Context: an optimization exercise on an open-source flow, tuned for small area, a short achievable clock period and few clock cycles. The choices shown serve that exercise and are no tape-out recipe. Where RTL was checked, it was by simulation tests only, not by an equivalence proof against the original. The RTL of runs 1 to 5 was laid out without a check of its function. Power is estimated from default activity; no workload was simulated.

File: flow/config.mk
export PLATFORM = sky130hd
export DESIGN_NAME = polar_encoder
export DESIGN_NICKNAME = polar_encoder
export VERILOG_FILES = /design/flow/design.v
export SDC_FILE = /design/flow/constraint.sdc
export NUM_CORES = 8
export LEC_CHECK = 0
export CAP_MARGIN = 20
export CORE_MARGIN = 2
export CORE_UTILIZATION = 55
export CTS_BUF_LIST = sky130_fd_sc_hd__clkbuf_16
export CTS_CLUSTER_DIAMETER = 80
export CTS_CLUSTER_SIZE = 30
export PLACE_DENSITY = 0.65
export SLEW_MARGIN = 20
File: flow/constraint.sdc
create_clock -name core_clock -period 30.0 [get_ports {clk}]
set_input_delay 6.0000 -clock core_clock [delete_from_list [all_inputs] [get_ports {clk}]]
set_output_delay 6.0000 -clock core_clock [all_outputs]
set_load 0.01 [all_outputs]
File: flow/design.v
package polar_encoder_pkg;
    localparam int NSLOT = 256;
endpackage
import polar_encoder_pkg::*;
module polar_encoder
(
    input  logic       clk,
    input  logic       rst_n,
    input  logic       start,
    input  logic [9:0] N,
    input  logic [7:0] K,
    input  logic       in_valid,
    input  logic       in_bit,
    output logic       in_ready,
    output logic       out_valid,
    output logic       out_bit,
    input  logic       out_ready,
    output logic       busy,
    output logic       out_last
);
    logic       busy_q, in_ready_q, out_valid_q, out_bit_q, out_last_q;
    logic       busy_o;           
    logic       v_q, b_q;         
    logic       m512, m256;       
    logic       su_q;             
    logic       pha_q;            
    logic       init_q;           
    logic       par_q;            
    logic [3:0] k_q;
    logic [3:0] p_q;
    logic [8:0] t_q;              
    logic [9:0] c_q;              
    logic       lt_q;             
    logic [3:0] f_q;              
    logic [8:0] qj_q;             
    logic [NSLOT-1:0] slot_q;
    logic start_acc, hs_in, hs_out, out_go, last_tgt, k0;
    logic [8:0] nm1;
    assign start_acc = start & ~busy_q &
                       ((N == 10'd128) | (N == 10'd256) | (N == 10'd512));
    assign hs_in  = in_valid & in_ready_q;
    assign hs_out = out_valid_q & out_ready;
    assign nm1    = {m512, m512 | m256, 7'h7F};
    assign out_go = hs_in & last_tgt;
    assign busy      = busy_o;
    assign in_ready  = in_ready_q;
    assign out_valid = out_valid_q;
    assign out_bit   = out_bit_q;
    assign out_last  = out_last_q;
    logic [6:0] binom;
    always_comb begin
        case ({p_q, k_q})
            {4'd1, 4'd1}: binom = 7'd1;
            {4'd2, 4'd1}: binom = 7'd2;
            {4'd2, 4'd2}: binom = 7'd1;
            {4'd3, 4'd1}: binom = 7'd3;
            {4'd3, 4'd2}: binom = 7'd3;
            {4'd3, 4'd3}: binom = 7'd1;
            {4'd4, 4'd1}: binom = 7'd4;
            {4'd4, 4'd2}: binom = 7'd6;
            {4'd4, 4'd3}: binom = 7'd4;
            {4'd4, 4'd4}: binom = 7'd1;
            {4'd5, 4'd1}: binom = 7'd5;
            {4'd5, 4'd2}: binom = 7'd10;
            {4'd5, 4'd3}: binom = 7'd10;
            {4'd5, 4'd4}: binom = 7'd5;
            {4'd5, 4'd5}: binom = 7'd1;
            {4'd6, 4'd1}: binom = 7'd6;
            {4'd6, 4'd2}: binom = 7'd15;
            {4'd6, 4'd3}: binom = 7'd20;
            {4'd6, 4'd4}: binom = 7'd15;
            {4'd6, 4'd5}: binom = 7'd6;
            {4'd6, 4'd6}: binom = 7'd1;
            {4'd7, 4'd1}: binom = 7'd7;
            {4'd7, 4'd2}: binom = 7'd21;
            {4'd7, 4'd3}: binom = 7'd35;
            {4'd7, 4'd4}: binom = 7'd35;
            {4'd7, 4'd5}: binom = 7'd21;
            {4'd7, 4'd6}: binom = 7'd7;
            {4'd7, 4'd7}: binom = 7'd1;
            {4'd8, 4'd1}: binom = 7'd8;
            {4'd8, 4'd2}: binom = 7'd28;
            {4'd8, 4'd3}: binom = 7'd56;
            {4'd8, 4'd4}: binom = 7'd70;
            {4'd8, 4'd5}: binom = 7'd56;
            {4'd8, 4'd6}: binom = 7'd28;
            {4'd8, 4'd7}: binom = 7'd8;
            {4'd8, 4'd8}: binom = 7'd1;
            {4'd9, 4'd1}: binom = 7'd9;
            {4'd9, 4'd2}: binom = 7'd36;
            {4'd9, 4'd3}: binom = 7'd84;
            {4'd9, 4'd4}: binom = 7'd126;
            {4'd9, 4'd5}: binom = 7'd126;
            {4'd9, 4'd6}: binom = 7'd84;
            {4'd9, 4'd7}: binom = 7'd36;
            {4'd9, 4'd8}: binom = 7'd9;
            {4'd9, 4'd9}: binom = 7'd1;
            default:      binom = (k_q == 4'd0) ? 7'd1 : 7'd0;
        endcase
    end
    logic gt;
    assign gt = (qj_q[7:0] > {1'b0, binom});
    assign k0 = su_q & pha_q & (qj_q[7:0] == 8'd0);
    logic [9:0] y, c_next;
    logic [3:0] tz, need, fy, f_next;
    logic       lt_next;
    always_comb begin
        tz = 4'd10;
        for (int i = 9; i >= 0; i--) if (!c_q[i]) tz = 4'(i);
        need = (tz > f_q) ? (tz - f_q) : 4'd0;
        fy   = (f_q > tz) ? (f_q - tz + 4'd1) : 4'd1;
        y    = c_q + 10'd1;
        for (int i = 0; i < 10; i++) if (need > 4'(i)) y[i] = 1'b1;
        if (lt_q && (y >= {1'b0, t_q})) begin
            c_next  = {1'b0, t_q};
            f_next  = 4'd1;
            lt_next = 1'b0;
        end else begin
            c_next  = y;
            f_next  = fy;
            lt_next = lt_q;
        end
    end
    assign last_tgt = ((v_q | init_q) ? c_next : c_q) == {1'b0, nm1};
    logic [7:0]  wslot;
    logic [15:0] wr_hi, wr_lo;
    assign wslot = c_q[7:0] ^ {8{m512 & c_q[8]}};
    always_comb begin
        for (int q = 0; q < 16; q++) begin
            wr_hi[q] = (wslot[7:4] == 4'(q));
            wr_lo[q] = (wslot[3:0] == 4'(q)) & v_q & b_q;
        end
    end
    logic [15:0] sup_hi, sup_lo, a_hi, b_hi, b_lo;
    logic [15:0] row_a, row_b;
    logic xbit;
    always_comb begin
        for (int q = 0; q < 16; q++) begin
            sup_hi[q] = ((qj_q[7:4] & ~4'(q)) == 4'd0);
            sup_lo[q] = ((qj_q[3:0] & ~4'(q)) == 4'd0);
            b_hi[q]   = ((qj_q[7:4] & (m512 ? 4'(q) : ~4'(q))) == 4'd0);
            b_lo[q]   = ((qj_q[3:0] & (m512 ? 4'(q) : ~4'(q))) == 4'd0);
        end
        a_hi = sup_hi & {16{~qj_q[8]}};
        for (int h = 0; h < 16; h++) begin
            row_a[h] = 1'b0;
            row_b[h] = 1'b0;
            for (int l = 0; l < 16; l++) begin
                if ($countones(16 * h + l) >= 5)
                    row_a[h] = row_a[h] ^ (slot_q[16 * h + l] & sup_lo[l]);
                else
                    row_b[h] = row_b[h] ^ (slot_q[16 * h + l] & b_lo[l]);
            end
        end
        xbit = ^((row_a & a_hi) ^ (row_b & b_hi)) ^ (v_q & b_q);
    end
    always_ff @(posedge clk or negedge rst_n) begin
        if (!rst_n) begin
            busy_q      <= 1'b0;
            in_ready_q  <= 1'b0;
            out_valid_q <= 1'b0;
            busy_o      <= 1'b0;
            v_q         <= 1'b0;
            su_q        <= 1'b0;
            init_q      <= 1'b0;
        end else begin
            v_q <= hs_in;
            if (!busy_q) begin
                busy_q      <= start_acc;
                busy_o      <= start_acc;
                su_q        <= start_acc;
            end else begin
                init_q <= su_q & ~pha_q & (p_q == 4'd0);
                if (k0 | (su_q & ~pha_q & (p_q == 4'd0))) su_q <= 1'b0;
                if (su_q & ~pha_q & (p_q == 4'd0)) in_ready_q <= 1'b1;
                else if (in_valid & last_tgt)      in_ready_q <= 1'b0;
                if (out_go | k0) begin
                    out_valid_q <= 1'b1;
                end else if (hs_out && out_last_q) begin
                    out_valid_q <= 1'b0;
                    busy_q      <= 1'b0;
                    busy_o      <= 1'b0;
                end
            end
        end
    end
    always_ff @(posedge clk) begin
        b_q <= in_bit;
        if (!busy_q) begin
            m512  <= N[9];
            m256  <= N[8];
            qj_q  <= {1'b0, K};
            k_q   <= 4'd0;
            p_q   <= N[9] ? 4'd9 : N[8] ? 4'd8 : 4'd7;
            pha_q <= 1'b1;
            t_q   <= '0;
            c_q   <= 10'h3FF;
            lt_q  <= 1'b1;
            par_q <= 1'b0;
            out_bit_q  <= 1'b0;
            out_last_q <= 1'b0;
        end else begin
            if (su_q) begin
                if (pha_q) begin
                    if (gt) begin
                        qj_q <= qj_q - {2'b00, binom};
                        k_q  <= k_q + 4'd1;
                    end else begin
                        pha_q <= 1'b0;
                        f_q   <= k_q + {2'b00, ~m512 & ~m256, m256};
                        p_q   <= p_q - 4'd1;
                    end
                end else begin
                    t_q <= {t_q[7:0], ~gt};
                    p_q <= p_q - 4'd1;
                    if (gt) begin
                        qj_q <= qj_q - {2'b00, binom};
                        k_q  <= k_q - 4'd1;
                    end
                end
            end
            if (init_q || v_q) begin
                c_q  <= c_next;
                f_q  <= f_next;
                lt_q <= lt_next;
            end
            if (v_q) par_q <= par_q ^ b_q;
            if (out_go | k0) begin
                out_bit_q <= par_q ^ (v_q & b_q) ^ (in_bit & hs_in);
                qj_q      <= 9'd1;
            end
            if (hs_out) begin
                out_bit_q  <= xbit;
                out_last_q <= (qj_q == nm1);
                qj_q       <= qj_q + 9'd1;
            end
        end
    end
    always_ff @(posedge clk) begin
        for (int h = 0; h < 16; h++) begin
            for (int l = 0; l < 16; l++) begin
                slot_q[16 * h + l] <= (slot_q[16 * h + l] & busy_q) |
                                      (wr_hi[h] & wr_lo[l]);
            end
        end
    end
endmodule
File: flow/run.sh
#!/bin/bash
# synth_recipe.tcl (not shown) runs the flow's synth.tcl, then flattens the netlist and writes it again
# the make line also repeats each setting of config.mk as NAME=value (left out here)
make -C /OpenROAD-flow-scripts/flow DESIGN_CONFIG=/design/flow/config.mk WORK_HOME=/design/flow/orfs CLKGATE_MAP_FILE= SYNTH_SCRIPT=/design/flow/synth_recipe.tcl finish
==> out/qor.yml, run 1 <==
final_cells: 2524
yosys-top-cells-area: "dfxtp_1 (33%), nand2_1 (8.2%), xnor2_1 (7.9%), o21ai_0 (7.2%), a22o_1 (3.2%)"
grt_max_degree: 194
diodes: 0
nNetsFinal: 2174
drc_errors: 0
clk_latency_ns: 0.54
setup_viol: 0
finalHoldViolations: 0
crit_type: "input pin to flip-flop"
first_global_vias: 14300
drive_above_1_share_pct: 4.29
viasPerCell: 6.10
dpl.cell_count: 2484
ys_types: 79
clockBufferDepth: 3
antenna_found_initial: 0
io_pins: 29
fillers: 2893
cts_resized: 0
cts_tree: "yes"
io_buffers: 28
yosysMostFrequentCell: "nand2_1"
synth_edf_count: 18
hold_class: "flip-flop to flip-flop"
outcome: "finished clean"
max_slew_margin_pct: 22.8
cp-start-kind: "input pin"
leakagePower_nw: 6.51
cts-root-buf: "clkbuf_16"
syn-num-nets: 2249
finalSetupTns_ns: 0
synth_area_per_cell_um2: 8.03
maxCapViolations: 0
post-route-min-period_ns: 7.61
cts_inserted_buffers: 19
drtIter0Drc: 1399
cts_sinks: 311
first_pass_iters: 5
rsz0062_at_grt: "no"
crit_fanout: 9
dieWidth_um: 183
yosysWarnings: 1
worst_slew_pin_slew_ns: 1.15
hold_buffers: 0
clkSlewWorstSetupHoldPaths_ns: 0.11
maxSlewViolCount: 0
ir_drop_v: 0.0000567
rows: 65
routedWlPerCell_um: 20.0
grt_overflow_total: 0
p_total_mw: 0.953
finalCritPeriodShare_pct: 25.4
antenna_left: 0
yosysSeqAreaShare_pct: 36.7
synthTopCellsByCount: "nand2_1 (383), dfxtp_1 (286), o21ai_0 (252)"
ys.flop_type: "dfxtp_1"
yosysTopAreaCell: "dfxtp_1"
die_area_um2: 33400
postRouteWirelength_mm: 50.5
htree_levels: 1
skew_ns: 0.0243
grt_pass1_wl_mm: 79.6
finish.utilization_pct: 59.3
syn_inst: 2185
fmax_ghz: 0.131
netlist.area_leader.share_pct: 32.6
cp.arrival_ns: 7.80
die_h_um: 183
start_util_pct: 55.8
synth_area_um2: 17600
num_vias: 15400
track_usage_pct: 30.1
crit_required_ns: 30.19
areaGrowthSynthToFinish_pct: 6.28
synthArstFlopShare_pct: 2.25
gp_congestion: 0.858
coreArea_um2: 31500
end_kind: "flip-flop"
r2r_slack_ns: 23.09
power_density_nw_per_um2: 51.1
ys_ff_latch: 311
postCtsSetupBuffers: 0
place_hpwl_mm: 31.9
## path summary, 6_finish.rpt
path	startpoint	to	cells past startpoint
worst max-delay path	in_valid	qj_q[4]$_DFFE_PP_	8
worst min-delay path	slot_q[86]$_DFF_P_	slot_q[86]$_DFF_P_	2
worst max register to register	c_q[4]$_SDFFE_PN1N_	qj_q[4]$_DFFE_PP_	21
worst min register to register	slot_q[86]$_DFF_P_	slot_q[86]$_DFF_P_	2
max in group asynchronous	rst_n	busy_q$_DFF_PN0_	1
min in group asynchronous	rst_n	su_q$_DFFE_PN0P_	1
## power breakdown
part	internal (mW)	leakage [nW]	total, mW	switching, mW
Sequential	0.422	2.57	0.436	0.0131
Clock	0.138	0.337	0.310	0.171
Combinational	0.0713	3.60	0.208	0.136
## layout by cell type, fill, tap and decap left out, drive strengths merged, types with 10 or more instances in the layout
| cell type | n |
|---|---|
| nand2 | 383 |
| dfxtp | 286 |
| o21ai | 256 |
| xnor2 | 160 |
| nor2 | 137 |
| nor2b | 90 |
| a21oi | 86 |
| a22o | 65 |
| inv | 55 |
| o22ai | 51 |
| nand3 | 43 |
| ha | 35 |
| nand2b | 33 |
| a22oi | 28 |
| clkdlybuf4s50 | 28 |
| xor2 | 27 |
| nor3 | 27 |
| clkbuf | 24 |
| mux2i | 23 |
| or3 | 20 |
| buf | 20 |
| and2 | 19 |
| a21o | 19 |
| edfxtp | 18 |
| xnor3 | 13 |
| o211ai | 12 |
| a31oi | 10 |
| clkinv | 10 |
## area by class of cell
| type | instances | area, um2 | area share (%) |
|---|---|---|---|
| Multi-Input combinational cell | 1673 | 10300 | 55.4 |
| Sequential cell | 311 | 6440 | 34.5 |
| Clock inverter | 14 | 226 | 1.21 |
| Inverter | 52 | 195 | 1.05 |
| Tap cell | 402 | 503 | 2.70 |
| Clock buffer | 19 | 475 | 2.55 |
| Timing Repair Buffer | 53 | 480 | 2.58 |
## kinds of logic (layout without fill, tap and decap cells)
kind of cell	after synthesis	in the layout	synth area share [%]
buffers and inverters	201	138	4.51
xor gates and xnor gates	202	202	11.4
AOI/OAI and AO/OA	611	611	22.1
and+or+nand+nor	793	793	20.7
adders and majority gates	40	40	3.07
DFF	311	311	36.7
muxes	27	27	1.57
## critical path: stages
cell and delay [ns]:
clkdlybuf4s50_1 0.47, and2_1 0.16, o21ai_0 0.10, a21oi_1 0.12
nand4_1 0.13, o21ai_2 0.29, nor2_2 0.16, nand3_1 0.37
## state kept, by name (all words and copies together) (netlist names)
name and cells:
m256 1, init_q 1, su_q 1, c_q 10
in_ready_q 1, p_q 4, m512 1, qj_q 9
par_q 1, out_last_q 1, t_q 9, out_valid_q 1
b_q 1, f_q 4, k_q 4, busy_o 1
out_bit_q 1, slot_q 256, v_q 1, lt_q 1
busy_q 1, pha_q 1
## routing by layer
metal,part of all wire (%),routed length [um],GRT usage (%)
met1,43,21900,40.4
met2,47,24000,51.3
met3,6.0,3040,3.03
met4,3.2,1620,8.90
met5,0,0,0
## through the flow
step	area, um2	setup WS (ns)	hold WS, ns
CTS	18600	22.41	0.460
global placement	17900	21.87	0.430
finish	18700	22.39	0.460
detailed placement	17900	21.85	0.437
global route	18700	22.24	0.486
floorplan	17600	22.64	0.420
==> run 2, diff against run 1 <==
--- a/flow/config.mk
+++ b/flow/config.mk
@@ -10,5 +10,5 @@
 export CORE_UTILIZATION = 55
-export CTS_BUF_LIST = sky130_fd_sc_hd__clkbuf_16
-export CTS_CLUSTER_DIAMETER = 80
-export CTS_CLUSTER_SIZE = 30
+export CTS_BUF_LIST = sky130_fd_sc_hd__clkbuf_8
+export CTS_CLUSTER_DIAMETER = 60
+export CTS_CLUSTER_SIZE = 16
 export PLACE_DENSITY = 0.65
==> run 2 against run 1 <==
Net effect: still clean on timing, DRC and antenna; utilization barely moved; flip-flop and latch count did not move; non-clock buffer count did not move; synthesized cell count did not move; register-to-register slack barely moved.
==> out/qor.yml, run 2 <==
grt_max_degree: 194
drive_above_1_share_pct: 5.18
yosysSeqAreaShare_pct: 36.7
synth_area_um2: 17600
cts_resized: 0
crit_fanout: 4
cpPeakStageDelay_ns: 0.58
synthArstFlopShare_pct: 2.25
r2r-end: "qj_q[6]$_DFFE_PP_"
timing.rr.start: "c_q[4]$_SDFFE_PN1N_"
final_common_cell: "nand2_1"
layout.area.seq_um2: 6440
nNetsFinal: 2185
num_vias: 15400
dieWidth_um: 183
track_usage_pct: 30.1
path_cells: "clkdlybuf4s50_1"
hold_buffers: 0
power_density_nw_per_um2: 50.8
min_delay_path_depth: 2
clkSlewWorstSetupHoldPaths_ns: 0.09
max_flop_register: "slot_q"
fillers: 2916
cts_sinks: 311
cp-start-kind: "flip-flop"
antenna_found_initial: 0
setup.worst_path.start: "out_last_q$_SDFFE_PN0P_"
ys_ff_latch: 311
rsz0062_at_grt: "no"
fmax_ghz: 0.131
cp_top_family: "buffers and inverters"
die_h_um: 183
io_pins: 29
setup_viol: 0
path_buf_inv: 1
holdPathEnd: "slot_q[169]$_DFF_P_"
crit_type: "flip-flop to primary output"
finalHoldViolations: 0
post-route-min-period_ns: 7.62
gp_congestion: 0.858
htree_levels: 1
cp.arrival_ns: 1.62
areaGrowthSynthToFinish_pct: 6.30
start_util_pct: 55.8
outcome: "finished clean"
synth_edf_count: 18
layout_common_cells: "nand2_1 (383), dfxtp_1 (286), o21ai_0 (252), xnor2_1 (158), nor2_1 (133)"
syn_inst: 2185
viasPerCell: 6.07
leakagePower_nw: 6.53
coreArea_um2: 31500
cts_tree: "yes"
drc_errors: 0
clk_latency_ns: 0.62
yosysWarnings: 1
io_buffers: 28
first_global_vias: 14300
r2r_slack_ns: 23.09
grt_overflow_total: 0
yosysMostFrequentCell: "nand2_1"
rows: 65
grt_pass1_wl_mm: 79.7
cts-root-buf: "clkbuf_8"
syn-num-nets: 2249
reg2reg_depth: 21
die_area_um2: 33400
p_total_mw: 0.947
postCtsSetupBuffers: 0
multi_input_area_um2: 10300
crit_slowest_cell: "clkdlybuf4s50_1"
yosysTopAreaCell: "dfxtp_1"
cp.depth: 1
antenna_left: 0
synth_area_per_cell_um2: 8.03
cts_inserted_buffers: 30
hold_class: "flip-flop to flip-flop"
hold_ws_ns: 0.457
netlist.area_leader.share_pct: 32.6
crit_required_ns: 24.00
hp-start: "slot_q[169]$_DFF_P_"
postRouteWirelength_mm: 50.4
routedWlPerCell_um: 19.8
reg_top3: "slot_q: 256 flops, c_q: 10 flops"
max_slew_margin_pct: 20.6
end_kind: "primary output"
ys_types: 79
finalCritPeriodShare_pct: 25.4
maxCapViolations: 0
place_hpwl_mm: 31.9
yosys-top-cells-area: "dfxtp_1 (33%), nand2_1 (8.2%), xnor2_1 (7.9%), o21ai_0 (7.2%), a22o_1 (3.2%)"
maxSlewViolCount: 0
skew_ns: 0.0207
ys.flop_type: "dfxtp_1"
clockBufferDepth: 3
first_pass_iters: 6
diodes: 0
ir_drop_v: 0.0000431
finalSetupTns_ns: 0
largest_reg_flops: 256
synthTopCellsByCount: "nand2_1 (383), dfxtp_1 (286), o21ai_0 (252)"
worst_slew_pin_slew_ns: 1.19
drtIter0Drc: 1378
[run 2: area by class of cell]
| type | instances | area share, % |
|---|---|---|
| clock buffers | 32 | 2.36 |
| clock inverters | 21 | 1.42 |
| inverters | 52 | 1.05 |
| multi-input cells | 1673 | 55.4 |
| flip-flops and latches | 311 | 34.5 |
| well taps | 402 | 2.70 |
| repair buffers | 53 | 2.58 |
[run 2: per-layer routing]
| layer | GRT usage (%) | vias up | wire length [um] | share of wire [%] |
|---|---|---|---|---|
| met4 | 7.58 | 0 | 1320 | 2.6 |
| met3 | 3.55 | 95 | 3150 | 6.3 |
| met1 | 40.3 | 7409 | 21800 | 43 |
| li1 | - | 7436 | - | - |
| met5 | 0 | - | 0 | 0 |
| met2 | 51.6 | 504 | 24100 | 48 |
[run 2: stage by stage]
stage | setup WS [ns] | std cells | utilization [%] | cell area, um2
after CTS | 22.38 | 2537 | 59.1 | 18600
after global routing | 22.33 | 2544 | 59.3 | 18700
after global placement | 21.87 | 2484 | 56.9 | 17900
after detailed placement | 21.85 | 2484 | 56.9 | 17900
final | 22.38 | 2544 | 59.3 | 18700
after floorplan | 22.64 | 2185 | - | 17600
[run 2: worst max path at each step]
| stage | to |
|---|---|
| after floorplan | qj_q[0]$_DFFE_PP_ |
| after global placement | qj_q[2]$_DFFE_PP_ |
| after detailed placement | qj_q[0]$_DFFE_PP_ |
| after CTS | out_last |
| after global routing | qj_q[6]$_DFFE_PP_ |
| final | out_last |
[run 2: cell families after synthesis]
| family | after synthesis | share of synthesized area [%] |
|---|---|---|
| and+or+nand+nor | 793 | 20.7 |
| AOI/OAI and AO/OA | 611 | 22.1 |
| DFF | 311 | 36.7 |
| xor gates and xnor gates | 202 | 11.4 |
| buffers and inverters | 201 | 4.51 |
| adders and majority gates | 40 | 3.07 |
| muxes | 27 | 1.57 |
[run 2: report_power, final]
| group | leakage [nW] | switching (mW) | total (mW) | internal [mW] |
|---|---|---|---|---|
| Sequential | 2.57 | 0.0131 | 0.435 | 0.422 |
| Clock | 0.358 | 0.165 | 0.305 | 0.140 |
| Combinational | 3.60 | 0.136 | 0.207 | 0.0713 |
[run 2: worst min-delay path: cells and delay by family (launching register included)]
kind,cells,cell delay [ns]
flip-flops,1,0.33
AND/OR/NAND/NOR,1,0.05
AO/OA/AOI/OAI,1,0.05
==> run 3, diff against run 2 <==
--- a/flow/design.v
+++ b/flow/design.v
@@ -21,3 +21,3 @@
     logic       busy_q, in_ready_q, out_valid_q, out_bit_q, out_last_q;
-    logic       busy_o;           
+    logic       busy_o, in_ready_o, out_valid_o, out_last_o;
     logic       v_q, b_q;         
@@ -45,6 +45,6 @@
     assign busy      = busy_o;
-    assign in_ready  = in_ready_q;
-    assign out_valid = out_valid_q;
+    assign in_ready  = in_ready_o;
+    assign out_valid = out_valid_o;
     assign out_bit   = out_bit_q;
-    assign out_last  = out_last_q;
+    assign out_last  = out_last_o;
     logic [6:0] binom;
@@ -162,2 +162,4 @@
             busy_o      <= 1'b0;
+            in_ready_o  <= 1'b0;
+            out_valid_o <= 1'b0;
             v_q         <= 1'b0;
@@ -171,2 +173,4 @@
                 su_q        <= start_acc;
+                in_ready_q  <= 1'b0;
+                out_valid_q <= 1'b0;
             end else begin
@@ -174,8 +178,15 @@
                 if (k0 | (su_q & ~pha_q & (p_q == 4'd0))) su_q <= 1'b0;
-                if (su_q & ~pha_q & (p_q == 4'd0)) in_ready_q <= 1'b1;
-                else if (in_valid & last_tgt)      in_ready_q <= 1'b0;
+                if (su_q & ~pha_q & (p_q == 4'd0)) begin
+                    in_ready_q <= 1'b1;
+                    in_ready_o <= 1'b1;
+                end else if (in_valid & last_tgt) begin
+                    in_ready_q <= 1'b0;
+                    in_ready_o <= 1'b0;
+                end
                 if (out_go | k0) begin
                     out_valid_q <= 1'b1;
+                    out_valid_o <= 1'b1;
                 end else if (hs_out && out_last_q) begin
                     out_valid_q <= 1'b0;
+                    out_valid_o <= 1'b0;
                     busy_q      <= 1'b0;
@@ -227,6 +238,7 @@
             if (v_q) par_q <= par_q ^ b_q;
-            if (out_go | k0) begin
-                out_bit_q <= par_q ^ (v_q & b_q) ^ (in_bit & hs_in);
-                qj_q      <= 9'd1;
-            end
+            if (init_q | k0) begin
+                qj_q       <= 9'd1;
+                out_last_o <= 1'b0;
+            end
+            if (out_go | k0) out_bit_q <= par_q ^ (v_q & b_q) ^ (in_bit & hs_in);
             if (hs_out) begin
@@ -234,2 +246,3 @@
                 out_last_q <= (qj_q == nm1);
+                out_last_o <= (qj_q == nm1);
                 qj_q       <= qj_q + 9'd1;
==> run 3 against run 2 <==
Net effect: clock power shrank about 10%; clock skew up 0.0010 ns; critical endpoint unchanged; critical path depth did not move; first-iteration DRC count down 26%; synthesized cell count shrank 6.8%; still clean; setup slack better by 0.096 ns; die area decreased by 0.71%; largest cell class unchanged; final cell count fell by 5.1%; sequential share of layout area rose by 0.76 points; design area shrank 0.95%; sequential power barely moved.
==> out/qor.yml, run 3 <==
post-route-min-period_ns: 7.52
first_global_vias: 14000
num_vias: 14800
synth_area_um2: 17400
cts_tree: "yes"
largest_reg_flops: 256
htree_levels: 1
finalSetupTns_ns: 0
cpPeakStageDelay_ns: 0.57
yosysSeqAreaShare_pct: 37.4
layout_common_cells: "dfxtp_1 (286), nand2_1 (261), a22o_1 (178), xnor2_1 (168), nor2_1 (141)"
syn-num-nets: 2100
final_common_cell: "dfxtp_1"
diodes: 0
postCtsSetupBuffers: 0
hold_ws_ns: 0.462
crit_type: "flip-flop to primary output"
clockBufferDepth: 3
end_kind: "primary output"
maxCapViolations: 0
io_buffers: 28
synth_area_per_cell_um2: 8.56
max_slew_margin_pct: 24.9
rows: 65
fmax_ghz: 0.133
postRouteWirelength_mm: 50.1
ys_ff_latch: 314
ys.flop_type: "dfxtp_1"
fillers: 2909
maxSlewViolCount: 0
clkSlewWorstSetupHoldPaths_ns: 0.10
layout.area.seq_um2: 6530
yosysMostFrequentCell: "dfxtp_1"
antenna_found_initial: 0
yosysWarnings: 1
grt_max_degree: 202
track_usage_pct: 30.0
leakagePower_nw: 6.61
coreArea_um2: 31400
max_flop_register: "slot_q"
drive_above_1_share_pct: 5.37
grt_overflow_total: 0
cp.arrival_ns: 1.52
first_pass_iters: 5
areaGrowthSynthToFinish_pct: 6.06
yosysTopAreaCell: "dfxtp_1"
place_hpwl_mm: 32.6
crit_slowest_cell: "clkdlybuf4s50_1"
syn_inst: 2036
path_buf_inv: 1
io_pins: 29
dieWidth_um: 182
crit_fanout: 1
hold_buffers: 0
finalHoldViolations: 0
drc_errors: 0
gp_congestion: 0.869
die_h_um: 182
grt_pass1_wl_mm: 79.1
power_density_nw_per_um2: 42.6
drtIter0Drc: 1019
yosys-top-cells-area: "dfxtp_1 (33%), a22o_1 (8.9%), xnor2_1 (8.4%), nand2_1 (5.6%), o21ai_0 (3.9%)"
die_area_um2: 33100
setup_viol: 0
worst_slew_pin_slew_ns: 1.13
ys_types: 84
nNetsFinal: 2058
rsz0062_at_grt: "no"
cp-start-kind: "flip-flop"
synthArstFlopShare_pct: 2.87
ir_drop_v: 0.0000398
path_cells: "clkdlybuf4s50_1"
finalCritPeriodShare_pct: 25.1
cts_sinks: 314
hold_class: "flip-flop to flip-flop"
netlist.area_leader.share_pct: 32.9
cts_resized: 0
viasPerCell: 6.13
cts-root-buf: "clkbuf_8"
antenna_left: 0
synth_edf_count: 19
synthTopCellsByCount: "dfxtp_1 (286), nand2_1 (261), a22o_1 (178)"
cts_inserted_buffers: 28
start_util_pct: 55.5
reg_top3: "slot_q: 256 flops, c_q: 10 flops"
skew_ns: 0.0217
outcome: "finished clean"
cp_top_family: "buffers and inverters"
multi_input_area_um2: 10100
clk_latency_ns: 0.61
routedWlPerCell_um: 20.7
crit_required_ns: 24.00
-- run 3: cell types whose count changed after synthesis, sizes merged, moves of 12 or more --
cell	previous run	this run
nor2b	90	75
o22ai	51	32
clkbuf	114	96
o21ai	256	142
a22o	65	178
nor3	27	39
nand2	383	261
-- run 3: power by group --
group	total (mW)	internal, mW	switching (mW)	leakage (nW)
sequential	0.434	0.424	0.00991	2.61
clock	0.274	0.114	0.160	0.310
combinational	0.0783	0.0217	0.0566	3.69
total	0.786	0.560	0.227	6.61
-- run 3: layer usage --
metal | part of all wire [%] | wire length (um) | track usage, %
met5 | 0 | 0 | 0
met2 | 48 | 23900 | 51.6
met1 | 45 | 22600 | 40.6
met4 | 2.1 | 1040 | 6.97
met3 | 5.0 | 2490 | 3.27
-- run 3: path summary, 6_finish.rpt --
check                                           to  slack (ns)  cells after the start                      from
min                            slot_q[165]$_DFF_P_        0.46                      2       slot_q[165]$_DFF_P_
max in group asynchronous         busy_q$_DFF_PN0_       23.97                      1                     rst_n
max                                       out_last       22.48                      1  out_last_o$_SDFFCE_PN0P_
min reg2reg                    slot_q[165]$_DFF_P_        0.46                      2       slot_q[165]$_DFF_P_
max reg2reg                 out_bit_q$_SDFFE_PN0P_       23.66                     31       c_q[7]$_SDFFE_PN1N_
min in group asynchronous  out_valid_o$_DFFE_PN0P_        5.69                      1                     rst_n
-- run 3: cell type report --
cell class	instances	share of cell area [%]
multi-input cells	1536	54.8
flip-flops and latches	314	35.3
repair buffers	60	2.88
well taps	402	2.72
clock buffers	30	2.23
inverters	54	1.10
clock inverters	18	0.921
-- run 3: cells by family after synthesis --
kind of cell / Yosys count / synth area share [%]
flops: 314 / 37.4
compound gates: 579 / 23.2
fa+ha+maj: 40 / 3.09
buf+inv: 186 / 4.60
simple gates: 675 / 18.1
mux: 24 / 1.48
xor+xnor: 218 / 12.0
-- run 3: through the flow --
step | setup slack (ns) | area [um2] | utilization (%) | power [mW] | instances
6_report | 22.48 | 18500 | 58.9 | 0.786 | 2414
5_1_grt | 22.40 | 18500 | 58.9 | 0.813 | 2414
4_1_cts | 22.43 | 18500 | 58.8 | 0.790 | 2414
3_5_place_dp | 22.04 | 17900 | 57.0 | 0.521 | 2366
3_3_place_gp | 22.10 | 17900 | 56.9 | 0.521 | 2366
2_1_floorplan | 22.79 | 17400 | - | 0.493 | 2036
==> run 4, diff against run 3 <==
==> flow/flow/run.sh (new file) <==
#!/bin/bash
# The standard layout, with plain buffers (instead of the delay cell that
# buffer_ports picks by default) on the input and output ports.
set -e
export BUFFER_PORTS_ARGS="-buffer_cell sky130_fd_sc_hd__buf_2"
bash standard.sh > standard.log 2>&1
==> flow/standard.sh (new file) <==
#!/bin/bash
# synth_recipe.tcl (not shown) runs the flow's synth.tcl, then flattens the netlist and writes it again
# the make line also repeats each setting of config.mk as NAME=value (left out here)
make -C /OpenROAD-flow-scripts/flow DESIGN_CONFIG=/design/flow/config.mk WORK_HOME=/design/flow/orfs CLKGATE_MAP_FILE= SYNTH_SCRIPT=/design/flow/synth_recipe.tcl "${@:-finish}"
removed: flow/run.sh
==> run 4 against run 3 <==
Net effect: highest routed layer unchanged; count of clock-buffer cells in the layout is 1 higher; critical endpoint unchanged; final cell count is 0.25% higher; non-clock buffer count is 2 higher; global-route usage is 0.28 points lower; area after synthesis stayed put; hold slack worse by 0.0044 ns.
==> out/qor.yml, run 4 <==
outcome: "finished clean"
leakagePower_nw: 6.63
place_hpwl_mm: 32.0
cts-root-buf: "clkbuf_8"
ys_types: 84
p_total_mw: 0.782
cpPeakStageDelay_ns: 0.41
antenna_found_initial: 0
largest_reg_flops: 256
final_area_um2: 18400
crit_type: "flip-flop to primary output"
pre_cts_ws_ns: 22.52
hold_ws_ns: 0.458
layout_common_cells: "dfxtp_1 (286), nand2_1 (261), a22o_1 (178), xnor2_1 (168), nor2_1 (142)"
first_global_vias: 14000
postRouteWirelength_mm: 49.7
layout.area.seq_um2: 6530
crit_slowest_cell: "edfxtp_1"
synth_area_um2: 17400
syn-num-nets: 2100
drive_above_1_share_pct: 6.84
path_cells: "buf_2"
finalHoldViolations: 0
diodes: 0
syn_inst: 2036
hold_class: "flip-flop to flip-flop"
finish.utilization_pct: 58.5
path_buf_inv: 1
timing.rr.start: "c_q[7]$_SDFFE_PN1N_"
htree_levels: 1
cts_sinks: 314
cp_top_family: "flip-flops"
reg_top3: "slot_q: 256 flops, c_q: 10 flops"
synth_area_per_cell_um2: 8.56
final_cells: 2420
post-route-min-period_ns: 7.17
grt_overflow_total: 0
crit_fanout: 1
power_density_nw_per_um2: 42.6
clockBufferDepth: 3
finalCritPeriodShare_pct: 23.9
antenna_left: 0
skew_ns: 0.0197
nNetsFinal: 2061
maxCapViolations: 0
clkSlewWorstSetupHoldPaths_ns: 0.08
cp.arrival_ns: 1.17
ys.flop_type: "dfxtp_1"
final_common_cell: "dfxtp_1"
track_usage_pct: 29.7
cts_inserted_buffers: 29
die_area_um2: 33100
hold_buffers: 0
maxSlewViolCount: 0
fmax_ghz: 0.139
grt_pass1_wl_mm: 78.1
yosys-top-cells-area: "dfxtp_1 (33%), a22o_1 (8.9%), xnor2_1 (8.4%), nand2_1 (5.6%), o21ai_0 (3.9%)"
finalSetupTns_ns: 0
ys_ff_latch: 314
coreArea_um2: 31400
io_pins: 29
place_area_um2: 17700
yosysTopAreaCell: "dfxtp_1"
gp_congestion: 0.912
crit_required_ns: 24.00
worst_slew_pin_slew_ns: 1.26
routedWlPerCell_um: 20.5
netlist.area_leader.share_pct: 32.9
cts_resized: 0
dieWidth_um: 182
yosysMostFrequentCell: "dfxtp_1"
synthArstFlopShare_pct: 2.87
viasPerCell: 6.11
grt_max_degree: 263
max_flop_register: "slot_q"
areaGrowthSynthToFinish_pct: 5.41
ir_drop_v: 0.0000357
max_slew_margin_pct: 16.1
rsz0062_at_grt: "no"
hp-start: "t_q[8]$_SDFFE_PN0P_"
start_util_pct: 55.5
rows: 65
drc_errors: 0
setup.worst_path.start: "out_last_o$_SDFFCE_PN0P_"
multi_input_area_um2: 10100
end_kind: "primary output"
die_h_um: 182
cp-start-kind: "flip-flop"
fillers: 2885
clk_latency_ns: 0.62
synth_edf_count: 19
fin_ws_ns: 22.83
drtIter0Drc: 1251
io_buffers: 28
synthTopCellsByCount: "dfxtp_1 (286), nand2_1 (261), a22o_1 (178)"
setup_viol: 0
cts_tree: "yes"
dpl.cell_count: 2367
postCtsSetupBuffers: 0
yosysWarnings: 1
first_pass_iters: 6
num_vias: 14800
yosysSeqAreaShare_pct: 37.4
==> run 4: cell type report <==
class                      count  area share, %
clock inverter                21          0.926
sequential                   314           35.5
multi-input combinational   1536           55.1
inverter                      54           1.10
clock buffer                  31           2.32
timing repair buffer          62           2.33
tap                          402           2.74
==> run 4: path summary, 6_finish.rpt <==
| check | cells past startpoint | slack, ns | endpoint |
|---|---|---|---|
| setup / recovery | 1 | 22.83 | out_last |
| hold / removal | 2 | 0.46 | t_q[8]$_SDFFE_PN0P_ |
| setup reg to reg | 31 | 23.58 | out_bit_q$_SDFFE_PN0P_ |
| hold reg to reg | 2 | 0.46 | t_q[8]$_SDFFE_PN0P_ |
| max in group asynchronous | 1 | 24.58 | busy_q$_DFF_PN0_ |
| min in group asynchronous | 1 | 5.22 | busy_q$_DFF_PN0_ |
==> run 4: cell families (layout without fill, tap and decap cells) <==
logic type | after synthesis | after routing | synth area share, %
AND/OR/NAND/NOR | 675 | 675 | 18.1
AO/OA/AOI/OAI | 579 | 579 | 23.2
flip-flops | 314 | 314 | 37.4
XOR/XNOR | 218 | 218 | 12.0
buffers and inverters | 186 | 168 | 4.60
adder cells (fa/ha/maj) | 40 | 40 | 3.09
multiplexers | 24 | 24 | 1.48
==> run 4: where the power goes <==
part	leakage (nW)	total, mW	internal, mW	switching (mW)
logic	3.71	0.0789	0.0205	0.0584
registers	2.61	0.432	0.424	0.00773
clock network	0.314	0.271	0.110	0.161
total	6.63	0.782	0.555	0.227
==> run 4: routing by layer <==
metal	vias up	GRT usage, %	share of wire, %
met5	-	0	0
met4	0	10.4	3.5
met3	91	3.45	5.8
met2	457	49.5	46
met1	7157	40.1	44
li1	7092	-	-
==> run 5, diff against run 4 <==
--- a/flow/design.v
+++ b/flow/design.v
@@ -28,3 +28,3 @@
     logic       par_q;            
-    logic [3:0] k_q;
+    logic [3:0] j_q;              
     logic [3:0] p_q;
@@ -51,6 +51,10 @@
     always_comb begin
-        case ({p_q, k_q})
+        case ({p_q, j_q})
+            {4'd0, 4'd0}: binom = 7'd1;
+            {4'd1, 4'd0}: binom = 7'd1;
             {4'd1, 4'd1}: binom = 7'd1;
+            {4'd2, 4'd0}: binom = 7'd1;
             {4'd2, 4'd1}: binom = 7'd2;
             {4'd2, 4'd2}: binom = 7'd1;
+            {4'd3, 4'd0}: binom = 7'd1;
             {4'd3, 4'd1}: binom = 7'd3;
@@ -58,2 +62,3 @@
             {4'd3, 4'd3}: binom = 7'd1;
+            {4'd4, 4'd0}: binom = 7'd1;
             {4'd4, 4'd1}: binom = 7'd4;
@@ -62,2 +67,3 @@
             {4'd4, 4'd4}: binom = 7'd1;
+            {4'd5, 4'd0}: binom = 7'd1;
             {4'd5, 4'd1}: binom = 7'd5;
@@ -67,2 +73,3 @@
             {4'd5, 4'd5}: binom = 7'd1;
+            {4'd6, 4'd0}: binom = 7'd1;
             {4'd6, 4'd1}: binom = 7'd6;
@@ -73,2 +80,3 @@
             {4'd6, 4'd6}: binom = 7'd1;
+            {4'd7, 4'd0}: binom = 7'd1;
             {4'd7, 4'd1}: binom = 7'd7;
@@ -80,2 +88,3 @@
             {4'd7, 4'd7}: binom = 7'd1;
+            {4'd8, 4'd0}: binom = 7'd1;
             {4'd8, 4'd1}: binom = 7'd8;
@@ -88,2 +97,3 @@
             {4'd8, 4'd8}: binom = 7'd1;
+            {4'd9, 4'd0}: binom = 7'd1;
             {4'd9, 4'd1}: binom = 7'd9;
@@ -97,3 +107,3 @@
             {4'd9, 4'd9}: binom = 7'd1;
-            default:      binom = (k_q == 4'd0) ? 7'd1 : 7'd0;
+            default:      binom = 7'd0;
         endcase
@@ -203,3 +213,3 @@
             qj_q  <= {1'b0, K};
-            k_q   <= 4'd0;
+            j_q   <= N[9] ? 4'd9 : N[8] ? 4'd8 : 4'd7;
             p_q   <= N[9] ? 4'd9 : N[8] ? 4'd8 : 4'd7;
@@ -215,8 +225,8 @@
                 if (pha_q) begin
+                    j_q <= j_q - 4'd1;
                     if (gt) begin
                         qj_q <= qj_q - {2'b00, binom};
-                        k_q  <= k_q + 4'd1;
                     end else begin
                         pha_q <= 1'b0;
-                        f_q   <= k_q + {2'b00, ~m512 & ~m256, m256};
+                        f_q   <= 4'd9 - j_q;
                         p_q   <= p_q - 4'd1;
@@ -226,6 +236,4 @@
                     p_q <= p_q - 4'd1;
-                    if (gt) begin
-                        qj_q <= qj_q - {2'b00, binom};
-                        k_q  <= k_q - 4'd1;
-                    end
+                    if (gt) qj_q <= qj_q - {2'b00, binom};
+                    else    j_q  <= j_q - 4'd1;
                 end
--- a/flow/config.mk
+++ b/flow/config.mk
@@ -10,5 +10,5 @@
 export CORE_UTILIZATION = 55
-export CTS_BUF_LIST = sky130_fd_sc_hd__clkbuf_8
-export CTS_CLUSTER_DIAMETER = 60
-export CTS_CLUSTER_SIZE = 16
+export CTS_BUF_LIST = sky130_fd_sc_hd__clkbuf_16
+export CTS_CLUSTER_DIAMETER = 100
+export CTS_CLUSTER_SIZE = 24
 export PLACE_DENSITY = 0.65
==> run 5 against run 4 <==
Net effect: hold slack hardly changed; count of clock-buffer cells in the layout is 14 lower; combinational power is 24% higher; via count is 2.0% higher; clock power is 8.1% lower; non-clock buffer count is 11 lower; register-to-register slack worse by 0.14 ns; utilization is 0.86 points lower; final cell count is 1.7% higher; first-iteration DRC count is 20% higher; die area hardly changed; critical path depth is 3 higher; highest routed layer unchanged.
==> out/qor.yml, run 5 <==
crit_type: "input pin to flip-flop"
maxCapViolations: 0
setup_viol: 0
power_density_nw_per_um2: 43.4
pwr-share-seq_pct: 55.9
synth_area_per_cell_um2: 8.16
syn_inst: 2133
drtIter0Drc: 1499
ys_types: 87
yosysTopAreaCell: "dfxtp_1"
clockBufferDepth: 3
postCtsSetupBuffers: 0
outcome: "finished clean"
yosysMostFrequentCell: "nand2_1"
io_buffers: 28
netSwitchingFraction_pct: 28.8
layout_common_cells: "nand2_1 (367), dfxtp_1 (282), o21ai_0 (261), xnor2_1 (140), nor2_1 (123)"
synth_edf_count: 23
place_area_um2: 17600
cts-root-buf: "clkbuf_16"
postRouteWirelength_mm: 50.8
ys.flop_type: "dfxtp_1"
hp-start: "slot_q[90]$_DFF_P_"
drc_errors: 0
maxSlewViolCount: 0
areaGrowthSynthToFinish_pct: 3.95
finalSetupTns_ns: 0
first_global_vias: 13800
finalHoldViolations: 0
netlist.area_leader.share_pct: 32.4
first_pass_iters: 5
dieWidth_um: 182
met3_usage_pct: 4.99
yosys-top-cells-area: "dfxtp_1 (32%), nand2_1 (7.9%), o21ai_0 (7.5%), xnor2_1 (7.0%), edfxtp_1 (4.0%)"
fillers: 2937
antenna_left: 0
synthTopCellsByCount: "nand2_1 (368), dfxtp_1 (282), o21ai_0 (261)"
use_met1_pct: 42.6
clkSlewWorstSetupHoldPaths_ns: 0.10
p_sw_mw: 0.226
grt_max_degree: 216
htree_levels: 1
ir_drop_v: 0.0000393
cts_sinks: 314
multi_input_area_um2: 10000
skew_ns: 0.0242
yosysWarnings: 1
grt_pass1_wl_mm: 78.8
largest_reg_flops: 256
leakagePower_nw: 6.37
nNetsFinal: 2125
crit_required_ns: 30.13
rsz0062_at_grt: "no"
gp_congestion: 0.901
max_slew_margin_pct: 15.2
worst_slew_pin_slew_ns: 1.27
synthArstFlopShare_pct: 2.87
cts_inserted_buffers: 17
pwr-share-clk_pct: 31.7
p_comb_share_pct: 12.4
coreArea_um2: 31400
setup.worst_path.start: "out_ready"
use_met2_pct: 48.2
grt_overflow_total: 0
drive_above_1_share_pct: 4.91
final_area_um2: 18100
track_usage_pct: 30.3
pre_cts_ws_ns: 21.99
start_util_pct: 55.5
final_common_cell: "nand2_1"
p_int_mw: 0.559
cts_resized: 0
viasPerCell: 6.13
antenna_found_initial: 1
hold_buffers: 0
ys_ff_latch: 314
cp.arrival_ns: 7.60
yosysSeqAreaShare_pct: 37.7
routedWlPerCell_um: 20.6
fin_ws_ns: 22.53
crit_fanout: 16
clk_latency_ns: 0.53
syn-num-nets: 2202
finalCritPeriodShare_pct: 24.9
timing.rr.start: "c_q[4]$_SDFFE_PN1N_"
io_pins: 29
num_vias: 15100
fmax_ghz: 0.134
rows: 65
die_h_um: 182
hold_class: "flip-flop to flip-flop"
die_area_um2: 33100
place_hpwl_mm: 32.5
reg_top3: "slot_q: 256 flops, c_q: 10 flops"
layout.area.seq_um2: 6570
cts_tree: "yes"
max_flop_register: "slot_q"
cp-start-kind: "input pin"
post-route-min-period_ns: 7.47
grt-busiest-layer: "met2"
synth_area_um2: 17400
end_kind: "flip-flop"
run 5: routing by layer:
metal	share of wire, %	vias up
li1	-	7233
met1	45	7239
met2	44	522
met3	7.6	101
met4	2.9	0
met5	0	-
run 5: cell families after synthesis:
logic type / Yosys count / synth area share, %
AO/OA/AOI/OAI: 622 / 22.6
XOR/XNOR: 191 / 10.7
adder cells (fa/ha/maj): 45 / 3.36
buffers and inverters: 202 / 4.75
flip-flops: 314 / 37.7
multiplexers: 28 / 1.78
AND/OR/NAND/NOR: 731 / 19.2
run 5: worst max-delay path, stage by stage:
cell and delay, ns:
buf_2 0.11, and2_1 0.31, nor3_2 0.66, o211ai_1 0.52
run 5: power groups by stage:
stage               Clock [mW]  Combinational [mW]  Sequential [mW]
CTS                      0.253              0.0959            0.438
floorplan                    0              0.0716            0.439
finish                   0.249              0.0975            0.439
global placement             0              0.0938            0.448
global route             0.265               0.105            0.440
detailed placement           0              0.0955            0.448
run 5: cell type report:
class / count / share of cell area [%]
Tap cell: 402 / 2.78
Inverter: 55 / 1.14
Antenna cell: 1 / 0.0138
Timing Repair Buffer: 51 / 1.78
Clock buffer: 17 / 2.35
Sequential cell: 314 / 36.3
Clock inverter: 5 / 0.200
Multi-Input combinational cell: 1617 / 55.5
run 5: path summary, 6_finish.rpt:
kind                            depth (start not counted)                       to  slack [ns]
min in group asynchronous                               1  out_valid_q$_DFFE_PN0P_        5.31
worst max register to register                         22       busy_o$_DFFE_PN0P_       23.44
worst min register to register                          2       slot_q[90]$_DFF_P_        0.46
worst min-delay path                                    2       slot_q[90]$_DFF_P_        0.46
worst max-delay path                                    4        qj_q[3]$_DFFE_PP_       22.53
max in group asynchronous                               1         busy_q$_DFF_PN0_       24.48
run 5: stage by stage:
step / hold WS (ns) / cells / power (mW) / util, %
final: 0.458 / 2462 / 0.785 / 57.6
after global routing: 0.482 / 2461 / 0.810 / 57.6
after CTS: 0.461 / 2457 / 0.787 / 57.5
after detailed placement: 0.437 / 2435 / 0.544 / 56.1
after global placement: 0.430 / 2435 / 0.542 / 56.1
after floorplan: 0.418 / 2133 / 0.510 / -
==> run 6, diff against run 5 <==
--- a/flow/design.v
+++ b/flow/design.v
@@ -20,2 +20,5 @@
 );
+    function automatic logic [3:0] u4(input int v);
+        u4 = v[3:0];
+    endfunction
     logic       busy_q, in_ready_q, out_valid_q, out_bit_q, out_last_q;
@@ -28,2 +31,3 @@
     logic       par_q;            
+    logic       tv_q, tb_q, tl_q, pact_q;
     logic [3:0] j_q;              
@@ -36,3 +40,3 @@
     logic [NSLOT-1:0] slot_q;
-    logic start_acc, hs_in, hs_out, out_go, last_tgt, k0;
+    logic start_acc, hs_in, hs_out, out_go, last_tgt, k0, prod;
     logic [8:0] nm1;
@@ -42,2 +46,3 @@
     assign hs_out = out_valid_q & out_ready;
+    assign prod   = pact_q & ~tv_q;
     assign nm1    = {m512, m512 | m256, 7'h7F};
@@ -118,3 +123,3 @@
         tz = 4'd10;
-        for (int i = 9; i >= 0; i--) if (!c_q[i]) tz = 4'(i);
+        for (int i = 9; i >= 0; i--) if (!c_q[i]) tz = u4(i);
         need = (tz > f_q) ? (tz - f_q) : 4'd0;
@@ -122,3 +127,3 @@
         y    = c_q + 10'd1;
-        for (int i = 0; i < 10; i++) if (need > 4'(i)) y[i] = 1'b1;
+        for (int i = 0; i < 10; i++) if (need > u4(i)) y[i] = 1'b1;
         if (lt_q && (y >= {1'b0, t_q})) begin
@@ -133,3 +138,5 @@
     end
-    assign last_tgt = ((v_q | init_q) ? c_next : c_q) == {1'b0, nm1};
+    assign last_tgt = init_q ? (t_q == nm1) :
+                      v_q    ? (c_q == {1'b0, nm1[8:1], 1'b0}) :
+                               (c_q == {1'b0, nm1});
     logic [7:0]  wslot;
@@ -139,4 +146,4 @@
         for (int q = 0; q < 16; q++) begin
-            wr_hi[q] = (wslot[7:4] == 4'(q));
-            wr_lo[q] = (wslot[3:0] == 4'(q)) & v_q & b_q;
+            wr_hi[q] = (wslot[7:4] == u4(q));
+            wr_lo[q] = (wslot[3:0] == u4(q)) & v_q & b_q;
         end
@@ -147,7 +154,8 @@
     always_comb begin
+        int wt;
         for (int q = 0; q < 16; q++) begin
-            sup_hi[q] = ((qj_q[7:4] & ~4'(q)) == 4'd0);
-            sup_lo[q] = ((qj_q[3:0] & ~4'(q)) == 4'd0);
-            b_hi[q]   = ((qj_q[7:4] & (m512 ? 4'(q) : ~4'(q))) == 4'd0);
-            b_lo[q]   = ((qj_q[3:0] & (m512 ? 4'(q) : ~4'(q))) == 4'd0);
+            sup_hi[q] = ((qj_q[7:4] & ~u4(q)) == 4'd0);
+            sup_lo[q] = ((qj_q[3:0] & ~u4(q)) == 4'd0);
+            b_hi[q]   = ((qj_q[7:4] & (m512 ? u4(q) : ~u4(q))) == 4'd0);
+            b_lo[q]   = ((qj_q[3:0] & (m512 ? u4(q) : ~u4(q))) == 4'd0);
         end
@@ -158,3 +166,5 @@
             for (int l = 0; l < 16; l++) begin
-                if ($countones(16 * h + l) >= 5)
+                wt = 0;
+                for (int b = 0; b < 8; b++) wt = wt + (((16 * h + l) >> b) & 1);
+                if (wt >= 5)
                     row_a[h] = row_a[h] ^ (slot_q[16 * h + l] & sup_lo[l]);
@@ -175,2 +185,3 @@
             v_q         <= 1'b0;
+            tv_q        <= 1'b0;
             su_q        <= 1'b0;
@@ -185,3 +196,6 @@
                 out_valid_q <= 1'b0;
+                tv_q        <= 1'b0;
             end else begin
+                if (hs_out)    tv_q <= 1'b0;
+                else if (prod) tv_q <= 1'b1;
                 init_q <= su_q & ~pha_q & (p_q == 4'd0);
@@ -222,2 +236,3 @@
             out_last_q <= 1'b0;
+            pact_q     <= 1'b0;
         end else begin
@@ -250,8 +265,16 @@
             end
-            if (out_go | k0) out_bit_q <= par_q ^ (v_q & b_q) ^ (in_bit & hs_in);
+            if (out_go | k0) begin
+                out_bit_q <= par_q ^ (v_q & b_q) ^ (in_bit & hs_in);
+                pact_q    <= 1'b1;
+            end
+            if (prod) begin
+                tb_q <= xbit;
+                tl_q <= (qj_q == nm1);
+                qj_q <= qj_q + 9'd1;
+                if (qj_q == nm1) pact_q <= 1'b0;
+            end
             if (hs_out) begin
-                out_bit_q  <= xbit;
-                out_last_q <= (qj_q == nm1);
-                out_last_o <= (qj_q == nm1);
-                qj_q       <= qj_q + 9'd1;
+                out_bit_q  <= tv_q ? tb_q : xbit;
+                out_last_q <= tv_q ? tl_q : (qj_q == nm1);
+                out_last_o <= tv_q ? tl_q : (qj_q == nm1);
             end
--- a/flow/config.mk
+++ b/flow/config.mk
@@ -10,5 +10,5 @@
 export CORE_UTILIZATION = 55
-export CTS_BUF_LIST = sky130_fd_sc_hd__clkbuf_16
-export CTS_CLUSTER_DIAMETER = 100
-export CTS_CLUSTER_SIZE = 24
+export CTS_BUF_LIST = sky130_fd_sc_hd__clkbuf_8
+export CTS_CLUSTER_DIAMETER = 60
+export CTS_CLUSTER_SIZE = 16
 export PLACE_DENSITY = 0.65
==> run 6 against run 5 <==
Net effect: routed wire length decreased by 4.9%; clock skew fell by 0.0019 ns; flip-flop and latch count is 4 higher; critical path depth down 3; synthesized cell count decreased by 10%.
==> out/qor.yml, run 6 <==
ir_drop_v: 0.0000411
areaGrowthSynthToFinish_pct: 6.10
worst_slew_pin_slew_ns: 1.16
multi_input_area_um2: 10000
finalCritPeriodShare_pct: 23.9
crit_fanout: 2
cts_resized: 0
nNetsFinal: 1952
fmax_ghz: 0.139
path_buf_inv: 1
synthTopCellsByCount: "dfxtp_1 (283), a22o_1 (253), nand2_1 (195)"
die_area_um2: 33300
end_kind: "primary output"
pre_cts_ws_ns: 22.96
syn_inst: 1915
yosysMostFrequentCell: "dfxtp_1"
crit_slowest_cell: "dfrtp_1"
layout_common_cells: "dfxtp_1 (283), a22o_1 (253), nand2_1 (195), xnor2_1 (179), nor2_1 (124)"
cp_top_family: "flip-flops"
cts_tree: "yes"
maxCapViolations: 0
finalSetupTns_ns: 0
grt_max_degree: 252
htree_levels: 1
path_cells: "buf_2"
finalHoldViolations: 0
dieWidth_um: 182
num_vias: 14100
synth_area_per_cell_um2: 9.15
viasPerCell: 6.11
die_h_um: 182
gp_congestion: 0.859
yosysSeqAreaShare_pct: 38.1
drtIter0Drc: 1181
io_buffers: 28
yosysTopAreaCell: "dfxtp_1"
final_common_cell: "dfxtp_1"
antenna_found_initial: 0
cp-start-kind: "flip-flop"
grt_overflow_total: 0
max_flop_register: "slot_q"
io_pins: 29
rows: 65
yosysWarnings: 1
yosys-top-cells-area: "dfxtp_1 (32%), a22o_1 (13%), xnor2_1 (8.9%), edfxtp_1 (4.3%), nand2_1 (4.2%)"
fillers: 2804
maxSlewViolCount: 0
fin_ws_ns: 22.83
crit_type: "flip-flop to primary output"
syn-num-nets: 1989
first_pass_iters: 5
setup_viol: 0
ys_ff_latch: 318
post-route-min-period_ns: 7.17
cts_inserted_buffers: 31
skew_ns: 0.0223
start_util_pct: 55.7
first_global_vias: 13600
hold_buffers: 0
track_usage_pct: 29.0
reg_top3: "slot_q: 256 flops, c_q: 10 flops"
cpPeakStageDelay_ns: 0.40
drc_errors: 0
leakagePower_nw: 6.88
clkSlewWorstSetupHoldPaths_ns: 0.10
synth_area_um2: 17500
synthArstFlopShare_pct: 3.14
clockBufferDepth: 3
max_slew_margin_pct: 22.4
cts-root-buf: "clkbuf_8"
place_hpwl_mm: 31.7
ys.flop_type: "dfxtp_1"
layout.area.seq_um2: 6670
netlist.area_leader.share_pct: 32.3
synth_edf_count: 25
ys_types: 75
power_density_nw_per_um2: 46.1
postCtsSetupBuffers: 0
grt_pass1_wl_mm: 76.4
cts_sinks: 318
coreArea_um2: 31500
outcome: "finished clean"
rsz0062_at_grt: "no"
antenna_left: 0
diodes: 0
routedWlPerCell_um: 21.0
hold_class: "flip-flop to flip-flop"
drive_above_1_share_pct: 8.68
postRouteWirelength_mm: 48.3
largest_reg_flops: 256
crit_required_ns: 24.00
cp.arrival_ns: 1.17
clk_latency_ns: 0.63
## run 6: cell families after synthesis
kind of cell,synth area share [%]
AO/OA/AOI/OAI,23.1
AND/OR/NAND/NOR,14.4
multiplexers,2.41
flip-flops,38.1
XOR/XNOR,13.7
buffers and inverters,4.63
adder cells (fa/ha/maj),3.70
## run 6: path summary, 6_finish.rpt
| path | from | endpoint | slack [ns] | depth (start not counted) |
|---|---|---|---|---|
| setup / recovery | out_valid_o$_DFFE_PN0P_ | out_valid | 22.83 | 1 |
| hold / removal | slot_q[185]$_DFF_P_ | slot_q[185]$_DFF_P_ | 0.48 | 1 |
| setup reg to reg | c_q[7]$_SDFFE_PN1P_ | f_q[0]$_DFFE_PP_ | 23.75 | 28 |
| hold reg to reg | slot_q[185]$_DFF_P_ | slot_q[185]$_DFF_P_ | 0.48 | 1 |
| max in group asynchronous | rst_n | busy_q$_DFF_PN0_ | 24.58 | 1 |
| min in group asynchronous | rst_n | out_valid_o$_DFFE_PN0P_ | 5.21 | 1 |
## run 6: area by class of cell
type,count,share of cell area [%]
Multi-Input combinational cell,1406,54.0
Sequential cell,318,35.9
Tap cell,402,2.71
Timing Repair Buffer,71,2.56
Clock buffer,33,2.44
Clock inverter,23,1.37
Inverter,50,1.01
## run 6: per-stage QoR
step	std cells	power, mW	util [%]	cell area [um2]	hold slack [ns]
3_3_place_gp	2247	0.556	56.8	17900	0.458
6_report	2303	0.858	59.1	18600	0.483
2_1_floorplan	1915	0.527	-	17500	0.448
4_1_cts	2303	0.861	59.1	18600	0.485
5_1_grt	2303	0.890	59.1	18600	0.493
3_5_place_dp	2247	0.557	56.8	17900	0.462
## run 6: routing by layer
layer / vias to the layer above / GRT usage, % / wire length, um
met4: 0 / 12.1 / 2240
met3: 111 / 2.97 / 2480
met5: - / 0 / 0
met2: 449 / 48.2 / 22300
met1: 6779 / 38.7 / 21300
li1: 6743 / - / -
## run 6: where the power goes
part	switching, mW	internal [mW]	leakage [nW]
clock network	0.173	0.136	0.377
registers	0.0112	0.432	2.66
logic	0.0749	0.0310	3.84
Testbench counts of run 6, summed over its fixed seeds: cycles 51,710.
==> run 7, diff against run 6 <==
--- a/flow/config.mk
+++ b/flow/config.mk
@@ -10,5 +10,5 @@
 export CORE_UTILIZATION = 55
-export CTS_BUF_LIST = sky130_fd_sc_hd__clkbuf_8
-export CTS_CLUSTER_DIAMETER = 60
-export CTS_CLUSTER_SIZE = 16
+export CTS_BUF_LIST = sky130_fd_sc_hd__clkbuf_16
+export CTS_CLUSTER_DIAMETER = 100
+export CTS_CLUSTER_SIZE = 24
 export PLACE_DENSITY = 0.65
==> run 7 against run 6 <==
Net effect: fmax rose by 1.6%; register-to-register slack barely moved; sequential power about the same; highest routed layer unchanged; still clean; critical path depth stayed put; utilization is 0.74 points lower; setup slack better by 0.11 ns; final cell count down 1.5%; non-clock buffer count unchanged; clock power is 18% lower; first-iteration DRC count down 0.76%; via count fell by 1.1%.
==> out/qor.yml, run 7 <==
outcome: "finished clean"
io_pins: 29
ys_types: 75
crit_required_ns: 24.00
postCtsSetupBuffers: 0
finalCritPeriodShare_pct: 23.5
clk_latency_ns: 0.53
yosysSeqAreaShare_pct: 38.1
ys.flop_type: "dfxtp_1"
drive_above_1_share_pct: 7.18
synth_area_um2: 17500
final_common_cell: "dfxtp_1"
hold_buffers: 0
syn_inst: 1915
coreArea_um2: 31500
antenna_left: 0
clkSlewWorstSetupHoldPaths_ns: 0.11
synthTopCellsByCount: "dfxtp_1 (283), a22o_1 (253), nand2_1 (195)"
cts_resized: 0
drtIter0Drc: 1172
gp_congestion: 0.859
ys_ff_latch: 318
path_cells: "buf_2"
yosysWarnings: 1
viasPerCell: 6.14
place_hpwl_mm: 31.7
netlist.area_leader.share_pct: 32.3
maxCapViolations: 0
yosys-top-cells-area: "dfxtp_1 (32%), a22o_1 (13%), xnor2_1 (8.9%), edfxtp_1 (4.3%), nand2_1 (4.2%)"
largest_reg_flops: 256
cts-root-buf: "clkbuf_16"
synth_edf_count: 25
leakagePower_nw: 6.74
areaGrowthSynthToFinish_pct: 4.76
num_vias: 13900
fin_ws_ns: 22.94
crit_fanout: 2
grt_overflow_total: 0
synth_area_per_cell_um2: 9.15
max_slew_margin_pct: 19.1
reg_top3: "slot_q: 256 flops, c_q: 10 flops"
io_buffers: 28
syn-num-nets: 1989
cts_sinks: 318
p_total_mw: 0.802
skew_ns: 0.0259
track_usage_pct: 28.8
cp-start-kind: "flip-flop"
die_h_um: 182
clockBufferDepth: 3
cpPeakStageDelay_ns: 0.39
layout_common_cells: "dfxtp_1 (283), a22o_1 (253), nand2_1 (195), xnor2_1 (179), nor2_1 (124)"
start_util_pct: 55.7
yosysTopAreaCell: "dfxtp_1"
synthArstFlopShare_pct: 3.14
dpl.cell_count: 2247
die_area_um2: 33300
post-route-min-period_ns: 7.06
grt_max_degree: 252
cts_tree: "yes"
finalHoldViolations: 0
diodes: 0
antenna_found_initial: 0
path_buf_inv: 1
first_global_vias: 13500
htree_levels: 1
cts_inserted_buffers: 17
max_flop_register: "slot_q"
fmax_ghz: 0.142
crit_slowest_cell: "dfrtp_1"
final_cells: 2269
nNetsFinal: 1938
end_kind: "primary output"
rsz0062_at_grt: "no"
first_pass_iters: 5
postRouteWirelength_mm: 48.0
place_area_um2: 17900
ir_drop_v: 0.0000408
rows: 65
cp_top_family: "flip-flops"
yosysMostFrequentCell: "dfxtp_1"
r2r_slack_ns: 23.75
worst_slew_pin_slew_ns: 1.21
setup_viol: 0
hold_class: "flip-flop to flip-flop"
final_area_um2: 18400
routedWlPerCell_um: 21.2
grt_pass1_wl_mm: 75.8
finalSetupTns_ns: 0
pre_cts_ws_ns: 22.96
cp.arrival_ns: 1.06
drc_errors: 0
maxSlewViolCount: 0
crit_type: "flip-flop to primary output"
power_density_nw_per_um2: 43.7
dieWidth_um: 182
==> run 7: cell counts after synthesis <==
Identical to the previous run, type by type.
==> run 7: cell type report <==
cell class	count	area, um2
clock inverters	4	25.0
inverters	50	188
repair buffers	71	475
fillers	2809	13100
clock buffers	18	450
multi-input cells	1406	10000
well taps	402	503
flip-flops and latches	318	6670
==> run 7: power breakdown <==
part	total (mW)	switching, mW	leakage (nW)	internal [mW]
clock	0.253	0.144	0.241	0.109
combinational	0.106	0.0748	3.84	0.0310
sequential	0.443	0.0112	2.66	0.432
==> run 7: kinds of logic (layout without fill, tap and decap cells) <==
kind of cell | Yosys count | after routing | synth area share [%]
XOR/XNOR | 241 | 241 | 13.7
AND/OR/NAND/NOR | 513 | 513 | 14.4
flip-flops | 318 | 318 | 38.1
AO/OA/AOI/OAI | 562 | 562 | 23.1
multiplexers | 40 | 40 | 2.41
adder cells (fa/ha/maj) | 50 | 50 | 3.70
buffers and inverters | 191 | 143 | 4.63
==> run 7: metal layers <==
metal / vias to the layer above / wire length [um] / track usage, % / part of all wire [%]
li1: 6686 / - / - / -
met1: 6766 / 21000 / 38.4 / 44
met2: 397 / 22500 / 48.1 / 47
met3: 84 / 2380 / 2.79 / 5.0
met4: 0 / 2150 / 12.0 / 4.5
met5: - / 0 / 0 / 0
==> run 7: stage by stage <==
step                      hold WS (ns)  util, %
after floorplan                  0.448        -
after global placement           0.458     56.8
after detailed placement         0.462     56.8
after CTS                        0.487     58.3
after global routing             0.491     58.3
final                            0.485     58.3
==> run 7: worst paths after layout <==
| check | start | endpoint | cells after the start |
|---|---|---|---|
| max reg2reg | c_q[7]$_SDFFE_PN1P_ | f_q[0]$_DFFE_PP_ | 28 |
| min in group asynchronous | rst_n | out_valid_q$_DFFE_PN0P_ | 1 |
| min | slot_q[206]$_DFF_P_ | slot_q[206]$_DFF_P_ | 1 |
| min reg2reg | slot_q[206]$_DFF_P_ | slot_q[206]$_DFF_P_ | 1 |
| max | in_ready_o$_DFFE_PN0P_ | in_ready | 1 |
| max in group asynchronous | rst_n | busy_q$_DFF_PN0_ | 1 |

-- what the ideal ports hide --
The flow's constraints put no driver on any port. The routed layouts listed below were extracted and timed again, unchanged, in two steps.
Step 1 sets driving cells, clkbuf_16 on the clock port and buf_2 on the other inputs (assumed; they add their load-dependent delay and slew).
Step 2 moves the port delays by t, midway between the first and last clock arrival at a register: inputs arrive t later, outputs are due t later. That takes back most of the time a late clock gives input paths.
a / b / c = no drivers / after step 1 / after step 2; a / b = the first two.
run	t, ns	slack for setup (ns)	latest minus earliest clock arrival (ns)	slew at the worst register clock pin (ns)
run 1	0.587	22.388 / 22.399 / 21.832	0.027 / 0.027	0.11 / 0.11
run 2	0.656	22.384 / 22.335 / 21.806	0.025 / 0.024	0.10 / 0.10
run 3	0.645	22.480 / 22.432 / 22.025	0.022 / 0.023	0.11 / 0.11
run 4	0.657	22.829 / 22.779 / 22.500	0.021 / 0.022	0.11 / 0.11
run 5	0.566	22.529 / 22.558 / 21.993	0.024 / 0.025	0.10 / 0.10
run 6	0.673	22.828 / 22.776 / 23.007	0.022 / 0.023	0.11 / 0.11
run 7	0.571	22.942 / 22.885 / 22.996	0.026 / 0.026	0.11 / 0.11
After both steps every run listed still meets setup and hold. For run 2, which loses most, drivers alone change the setup slack by -0.049 ns; drivers and shift together by -0.578 ns.
